Context: an optimization exercise on an open-source flow, tuned for small area. The choices shown serve that exercise and are no tape-out recipe. The RTL of this run was laid out without a check of its function. Power is estimated from default activity; no workload was simulated.

`flow/config.mk`:
```
export PLATFORM = sky130hd
export DESIGN_NAME = vector_unit_top
export DESIGN_NICKNAME = vector_unit_top
export VERILOG_FILES = /design/flow/design.v
export SDC_FILE = /design/flow/constraint.sdc
export NUM_CORES = 4
export LEC_CHECK = 0
export CAP_MARGIN = 20
export CORE_MARGIN = 2
export CORE_UTILIZATION = 40
export SLEW_MARGIN = 20
```
`flow/constraint.sdc`:
```
create_clock -name core_clock -period 5.0 [get_ports {clk_i}]
set_input_delay 1.0000 -clock core_clock [delete_from_list [all_inputs] [get_ports {clk_i}]]
set_output_delay 1.0000 -clock core_clock [all_outputs]
set_load 0.01 [all_outputs]
```
`flow/design.v`:
```
package vector_unit_pkg;
    typedef enum logic [1:0] {
        ESIZE_8  = 2'b00,
        ESIZE_16 = 2'b01
    } esize_t;
    typedef enum logic [3:0] {
        OP_VSRA       = 4'd0,
        OP_RND_VSRA   = 4'd1,
        OP_VSRL       = 4'd2,
        OP_RND_VSRL   = 4'd3,
        OP_VSLL       = 4'd4,
        OP_SAT_VSLL   = 4'd5,
        OP_VSATL_SMPR = 4'd6,
        OP_VSATL_RNDR = 4'd7,
        OP_VADD       = 4'd8,
        OP_VSUB       = 4'd9,
        OP_SAT_VADD   = 4'd10,
        OP_SAT_VSUB   = 4'd11
    } vunit_op_t;
    typedef enum logic [2:0] {
        VSRA, RND_VSRA, VSRL, RND_VSRL, VSLL, SAT_VSLL, VSATL_SMPR, VSATL_RNDR
    } vshift_uops_t;
    typedef enum logic [1:0] {
        VADD, VSUB, SAT_VADD, SAT_VSUB
    } vadd_uops_t;
endpackage : vector_unit_pkg
`timescale 1ns/1ps
module vector_unit_top (
    input  logic                  clk_i,
    input  logic                  rst_n_i,
    input  logic                  wb_cyc_i,
    input  logic                  wb_stb_i,
    input  logic                  wb_we_i,
    input  logic [5-1:0] wb_adr_i,
    input  logic [32-1:0] wb_dat_i,
    input  logic [3:0]            wb_sel_i,
    output logic [32-1:0] wb_dat_o,
    output logic                  wb_ack_o
);
    logic [31:0] opa_q, opb_q, res_q;
    logic [3:0]  op_q;
    logic [1:0]  es_q;
    logic        ovf_q;
    logic req, a_opa, a_opb, a_ctrl, a_res, a_stat;
    assign req    = wb_cyc_i && wb_stb_i && !wb_ack_o;
    assign a_opa  = (wb_adr_i == 5'h00);
    assign a_opb  = (wb_adr_i == 5'h04);
    assign a_ctrl = (wb_adr_i == 5'h08);
    assign a_res  = (wb_adr_i == 5'h0C);
    assign a_stat = (wb_adr_i == 5'h10);
    logic [31:0] res_d;
    logic        ovf_d;
    logic        run;
    assign run = wb_ack_o && wb_we_i && a_ctrl && !(op_q[3] && op_q[2]);
    always_ff @(posedge clk_i or negedge rst_n_i) begin
        if (!rst_n_i) begin
            wb_ack_o <= 1'b0;
            opa_q    <= '0;
            opb_q    <= '0;
            op_q     <= '0;
            es_q     <= '0;
            res_q    <= '0;
            ovf_q    <= 1'b0;
        end else begin
            wb_ack_o <= req;
            if (wb_ack_o && wb_we_i && a_opa) opa_q <= wb_dat_i;
            if (wb_ack_o && wb_we_i && a_opb) opb_q <= wb_dat_i;
            if (req && wb_we_i && a_ctrl) begin
                op_q <= wb_dat_i[3:0];
                es_q <= wb_dat_i[5:4];
            end
            if (run) begin
                res_q <= res_d;
                ovf_q <= ovf_d;
            end
        end
    end
    always_comb begin
        wb_dat_o = '0;
        if (a_opa)  wb_dat_o = opa_q;
        if (a_opb)  wb_dat_o = opb_q;
        if (a_ctrl) wb_dat_o = {26'b0, es_q, op_q};
        if (a_res)  wb_dat_o = res_q;
        if (a_stat) wb_dat_o = {30'b0, ovf_q, 1'b0};
    end
    logic e8, is_add, neg, left, sat, rnd, logical, sub, satadd;
    assign e8      = (es_q == 2'b00);
    assign is_add  = op_q[3];
    assign neg     = opb_q[4];
    assign left    = !is_add && ((op_q[2:1] == 2'b10) || ((op_q[2:1] == 2'b11) && !neg));
    assign sat     = !is_add && ((op_q[2:0] == 3'd5) || ((op_q[2:1] == 2'b11) && !neg));
    assign rnd     = !is_add && ((op_q[2:0] == 3'd1) || (op_q[2:0] == 3'd3) ||
                                 ((op_q[2:0] == 3'd7) && neg));
    assign logical = (op_q[2:1] == 2'b01);
    assign sub     = op_q[0];
    assign satadd  = is_add && op_q[1];
    logic [3:0] s_pos, s_neg, k;
    logic       k3, kz;
    assign s_pos = opb_q[3:0];
    assign s_neg = 4'd0 - opb_q[3:0];
    assign k     = is_add ? 4'd0 : ((left ^ neg) ? s_neg : s_pos);
    assign k3    = k[3] && !e8;
    assign kz    = (k[2:0] == 3'd0) && !k3;
    logic [7:0] v;
    always_comb begin
        for (int b = 0; b < 8; b++) v[b] = (b + k[2:0] >= 8);
    end
    logic [31:0] y, z, sh;
    logic [3:0]  lsign;
    always_comb begin
        for (int j = 0; j < 4; j++) begin
            for (int b = 0; b < 8; b++) begin
                y[8*j+b] = opa_q[8*j + ((b + k[2:0]) % 8)];
            end
        end
        for (int j = 0; j < 4; j++) begin
            for (int b = 0; b < 8; b++) begin
                z[8*j+b] = (((v[b] && !e8) ^ k3)) ? y[8*(j^1)+b] : y[8*j+b];
            end
        end
    end
    assign lsign[0] = e8 ? opa_q[7]  : opa_q[15];
    assign lsign[1] = opa_q[15];
    assign lsign[2] = e8 ? opa_q[23] : opa_q[31];
    assign lsign[3] = opa_q[31];
    logic [31:0] u, lostb;
    logic [3:0]  lost_b;
    always_comb begin
        for (int j = 0; j < 4; j++) begin
            for (int b = 0; b < 8; b++) begin
                if (j % 2 == 0) u[8*j+b] = v[b] && (e8 || k3);
                else            u[8*j+b] = v[b] || k3;
            end
        end
        for (int i = 0; i < 32; i++) begin
            if (left) begin
                sh[i]    = (u[i] || kz) && z[i];
                lostb[i] = !u[i] && !kz && z[i];
            end else begin
                sh[i]    = u[i] ? (!logical && lsign[i/8]) : z[i];
                lostb[i] = 1'b0;
            end
        end
        for (int j = 0; j < 4; j++) lost_b[j] = |lostb[8*j +: 8];
    end
    logic [3:0] lost_l, r_l;
    assign lost_l[0] = e8 ? lost_b[0] : (lost_b[0] || lost_b[1]);
    assign lost_l[1] = e8 ? lost_b[1] : (lost_b[0] || lost_b[1]);
    assign lost_l[2] = e8 ? lost_b[2] : (lost_b[2] || lost_b[3]);
    assign lost_l[3] = e8 ? lost_b[3] : (lost_b[2] || lost_b[3]);
    assign r_l[0] = !kz && (e8 ? z[7] : z[15]);
    assign r_l[1] = !kz && z[15];
    assign r_l[2] = !kz && (e8 ? z[23] : z[31]);
    assign r_l[3] = !kz && z[31];
    logic [31:0] bb, sum;
    logic [3:0]  cin, cout;
    assign bb = is_add ? (opb_q ^ {32{sub}}) : 32'd0;
    always_comb begin
        for (int j = 0; j < 4; j++) begin
            cin[j] = is_add ? sub : (rnd && r_l[j]);
        end
    end
    logic c8, c16, c24;
    assign {cout[0], sum[7:0]}   = {1'b0, sh[7:0]}   + {1'b0, bb[7:0]}   + {8'd0, cin[0]};
    assign c8  = e8 ? cin[1] : cout[0];
    assign {cout[1], sum[15:8]}  = {1'b0, sh[15:8]}  + {1'b0, bb[15:8]}  + {8'd0, c8};
    assign c16 = cin[2];
    assign {cout[2], sum[23:16]} = {1'b0, sh[23:16]} + {1'b0, bb[23:16]} + {8'd0, c16};
    assign c24 = e8 ? cin[3] : cout[2];
    assign {cout[3], sum[31:24]} = {1'b0, sh[31:24]} + {1'b0, bb[31:24]} + {8'd0, c24};
    logic [3:0] amsb, bmsb, smsb, clamp_b, top_b;
    always_comb begin
        for (int j = 0; j < 4; j++) begin
            top_b[j] = e8 || (j % 2 == 1);
            if (j % 2 == 1) begin
                amsb[j] = sh[8*j+7];
                bmsb[j] = bb[8*j+7];
                smsb[j] = sum[8*j+7];
            end else begin
                amsb[j] = e8 ? sh[8*j+7]  : sh[8*j+15];
                bmsb[j] = e8 ? bb[8*j+7]  : bb[8*j+15];
                smsb[j] = e8 ? sum[8*j+7] : sum[8*j+15];
            end
            clamp_b[j] = (satadd && (amsb[j] == bmsb[j]) && (smsb[j] != amsb[j])) ||
                         (sat && (lost_l[j] || smsb[j]));
        end
        for (int i = 0; i < 32; i++) begin
            if (clamp_b[i/8])
                res_d[i] = ((i % 8 == 7) && top_b[i/8]) ? lsign[i/8] : !lsign[i/8];
            else
                res_d[i] = sum[i];
        end
    end
    assign ovf_d = |clamp_b;
endmodule
```
`flow/run.sh`:
```
#!/bin/bash
# synth_recipe.tcl (not shown) runs the flow's synth.tcl, then flattens the netlist and writes it again
# the make line also repeats each setting of config.mk as NAME=value (left out here)
make -C /OpenROAD-flow-scripts/flow DESIGN_CONFIG=/design/flow/config.mk WORK_HOME=/design/flow/orfs CLKGATE_MAP_FILE= SYNTH_SCRIPT=/design/flow/synth_recipe.tcl finish
```
==> impl_metrics.env <==
export IMPL_start_kind="flip-flop"
export IMPL_layout_nets=1737
export IMPL_nFillCells=2366
export IMPL_core_um2=26700
export IMPL_area_delta_synth_final_pct=46.9
export IMPL_period_share_pct=138
export IMPL_routedWlPerCell_um=21.5
export IMPL_grt_first_pass_wirelength_mm=65.8
export IMPL_cpMostUsedCell="buf_4"
export IMPL_clock_root_buffer="clkbuf_16"
export IMPL_numClockSinks=104
export IMPL_drt_initial_drc_count=1083
export IMPL_drc_errors=0
export IMPL_synthFlopType="dfrtp_1"
export IMPL_dp_hpwl_mm=32.0
export IMPL_grt_max_degree=71
export IMPL_tightest_slew_ns=1.09
export IMPL_grt_pass1_vias=11500
export IMPL_rsz0062_at_grt="true"
export IMPL_clockBufferDepth=2
export IMPL_period_needed_ns=6.89
export IMPL_reg2reg_slack_ns=-1.89
export IMPL_diodes=0
export IMPL_synth_area_um2=10800
export IMPL_syn_area_per_cell_um2=8.89
export IMPL_die_w_um=168
export IMPL_fmax_mhz=145
export IMPL_multi_input_area_um2=8240
export IMPL_status="complete, but fails checks"
export IMPL_cp_max_fo=4
export IMPL_worst_setup_path_type="flip-flop to flip-flop"
export IMPL_peakVddDrop_uv=177
export IMPL_p_total_uw=3750
export IMPL_final_common_cell="buf_4"
export IMPL_power_density_cell_area_nw_per_um2=237
export IMPL_stdcell_area_um2=15800
export IMPL_slew_headroom_pct=27.3
export IMPL_path_clk_slew_ns=0.08
export IMPL_antenna_found_initial=0
export IMPL_antenna_left=0
export IMPL_firstDrtPassIters=6
export IMPL_grt_usage_pct=30.3
export IMPL_rows=60
export IMPL_yosysUniqueCellTypes=91
export IMPL_setup_viol=33
export IMPL_dpl_cell_count=1888
export IMPL_worstPathRequired_ns=5.26
export IMPL_syn_num_nets=1303
export IMPL_layout_drive_gt1_share_pct=41.9
export IMPL_maxSlewViolCount=0
export IMPL_hold_viol_final=0
export IMPL_cts_buffers=9
export IMPL_setup_slack_ns=-1.89
export IMPL_place_congestion=1.01
export IMPL_ctsHtreeMaxLevel=3
export IMPL_end_kind="flip-flop"
export IMPL_syn_inst=1212
export IMPL_drv_cap=0
export IMPL_io_buffers=74
export IMPL_place_ws_ns=-1.96
export IMPL_viasPerCell=5.78
export IMPL_num_vias=11500
export IMPL_ys_ff_latch=104
export IMPL_tritoncts="built"
export IMPL_synth_edff_count=0
export IMPL_final_cell_mix="buf_4, nor2_1, dfrtp_1"
export IMPL_regArea_um2=2600
export IMPL_dieArea_um2=28300
export IMPL_cts_hold_buf=0
export IMPL_hp_class="flip-flop to flip-flop"
export IMPL_worstPathArrival_ns=7.16
export IMPL_reg2reg_depth=43
export IMPL_final_util_pct=59.2
export IMPL_placed_cell_area_um2=14400
export IMPL_grt_ovfl_total=0
export IMPL_final_cells=1992
export IMPL_clkLatencyLatePin_ns=0.37
export IMPL_min_path_cells=2
export IMPL_synth_warning_count=1
export IMPL_seq_area_frac_synth_pct=24.2
export IMPL_finalClockSkew_ns=0.0157
export IMPL_io_pins=79
export IMPL_die_h_um=168
export IMPL_initial_core_util_pct=40.3
export IMPL_crit_path_top_delay_cell="mux4_2"
export IMPL_check_faults="negative setup slack"
export IMPL_routed_wl_mm=42.8
export IMPL_power_leakage_uw=0.00746
export IMPL_max_stage_delay_ns=0.52
export IMPL_async_flop_share_pct=100
==> power by group <==
part	internal, µW	switching [µW]	leakage [µW]
logic	1040	1000	0.00589
registers	892	70.4	0.00142
clock network	366	378	0.000149
==> registers in the layout (all words and copies together) (netlist names) <==
| signal | cells |
|---|---|
| wb_ack_o | 1 |
| es_q | 2 |
| op_q | 4 |
| ovf_q | 1 |
| opa_q | 32 |
| res_q | 32 |
| opb_q | 32 |
==> worst max-delay path, delay by kind of cell, from the launching register on <==
kind | cells | cell delay [ns]
mux | 2 | 0.67
xor+xnor | 1 | 0.11
fa+ha+maj | 3 | 0.69
flops | 1 | 0.36
compound gates | 3 | 0.58
simple gates | 6 | 0.99
buf+inv | 28 | 3.42
==> layout make-up <==
cell class                      instances  share of cell area [%]
Inverter                               24                   0.617
Tap cell                              341                    2.70
Multi-Input combinational cell        998                    52.1
Clock inverter                          6                   0.380
Sequential cell                       104                    16.5
Timing Repair Buffer                  509                    26.3
Clock buffer                           10                    1.51
==> per-stage QoR <==
step                      hold slack, ns  setup TNS (ns)
after floorplan                    0.449          -50.72
after global placement             0.467          -56.01
after detailed placement           0.476          -60.23
after CTS                          0.484          -53.77
after global routing               0.512          -69.93
final                              0.489          -59.64
==> metal layers <==
| metal | GRT usage (%) | wire, µm |
|---|---|---|
| met5 | 0 | 0 |
| met4 | 10.2 | 1350 |
| met3 | 4.09 | 2690 |
| met2 | 49.8 | 20000 |
| met1 | 41.3 | 18700 |
==> synth_stat cells, drive strengths merged (5+ instances only) <==
cell type	count	area share, %
o31ai	8	0.60
a221o	8	0.74
o21ai	80	3.7
or3	5	0.29
a21o	13	0.98
inv	24	0.84
xnor2	20	1.6
a21boi	5	0.35
and3	11	0.64
mux4	29	6.1
fa	8	1.5
or2	7	0.41
o211ai	9	0.72
nor2b	17	0.99
clkbuf	51	1.8
nand2	99	3.5
nor2	116	4.1
nand3b	6	0.45
o311ai	7	0.57
buf	35	2.0
ha	37	4.3
a21oi	72	3.3
nor3	20	0.93
nand3	28	1.4
dfrtp	104	24
a221oi	10	0.87
a211oi	8	0.56
xor2	42	3.4
nand2b	18	1.1
o221ai	6	0.49
mux2	93	9.8
a31oi	12	0.76
and2	36	2.1
mux2i	101	9.4
==> what timing repair did <==
action                                  4_1_cts  5_1_grt
gates resized for setup                      52       43
hold endpoints to repair                      0        0
endpoints found under the setup margin       33       33
setup buffers                                71       21
pin swaps                                    55       49
==> path summary, 6_finish.rpt <==
| path | start | to |
|---|---|---|
| max reg2reg | opb_q[0] | res_q[4] |
| max | opb_q[0] | res_q[4] |
| min in group asynchronous | rst_n_i | res_q[8] |
| min reg2reg | res_q[27] | res_q[27] |
| min | res_q[27] | res_q[27] |
| max in group asynchronous | rst_n_i | op_q[0] |
==> logic make-up (layout without fill, tap and decap cells) <==
logic type | Yosys count | after routing | synth area share, %
buf+inv | 110 | 549 | 4.61
fa+ha+maj | 45 | 45 | 5.79
mux | 223 | 223 | 25.2
compound gates | 283 | 283 | 17.5
xor+xnor | 62 | 62 | 5.04
flops | 104 | 104 | 24.2
simple gates | 385 | 385 | 17.7

==> static timing again, ports no longer ideal <==
No port has a modelled driver above. Below, the same layout with a new extraction and two added sets of constraints.
Step 1 assumes that a clkbuf_16 drives the clock port and a buf_2 every other input.
Step 2 also shifts input and output timing later by t, the mid clock arrival at the registers, as if the neighbouring blocks saw the same clock.
a / b / c = ideal / step 1 / step 2; a / b = the first two.
t (ns): 0.409
setup slack, ns: -1.894 / -1.894 / -1.894
hold slack, ns: 0.489 / 0.489 / 0.489
worst slew at a driven data input, ns: 0.04
cell pins on the clock port's net: 1
For this run, drivers alone change the setup slack by 0.000 ns; drivers and shift together by 0.000 ns.
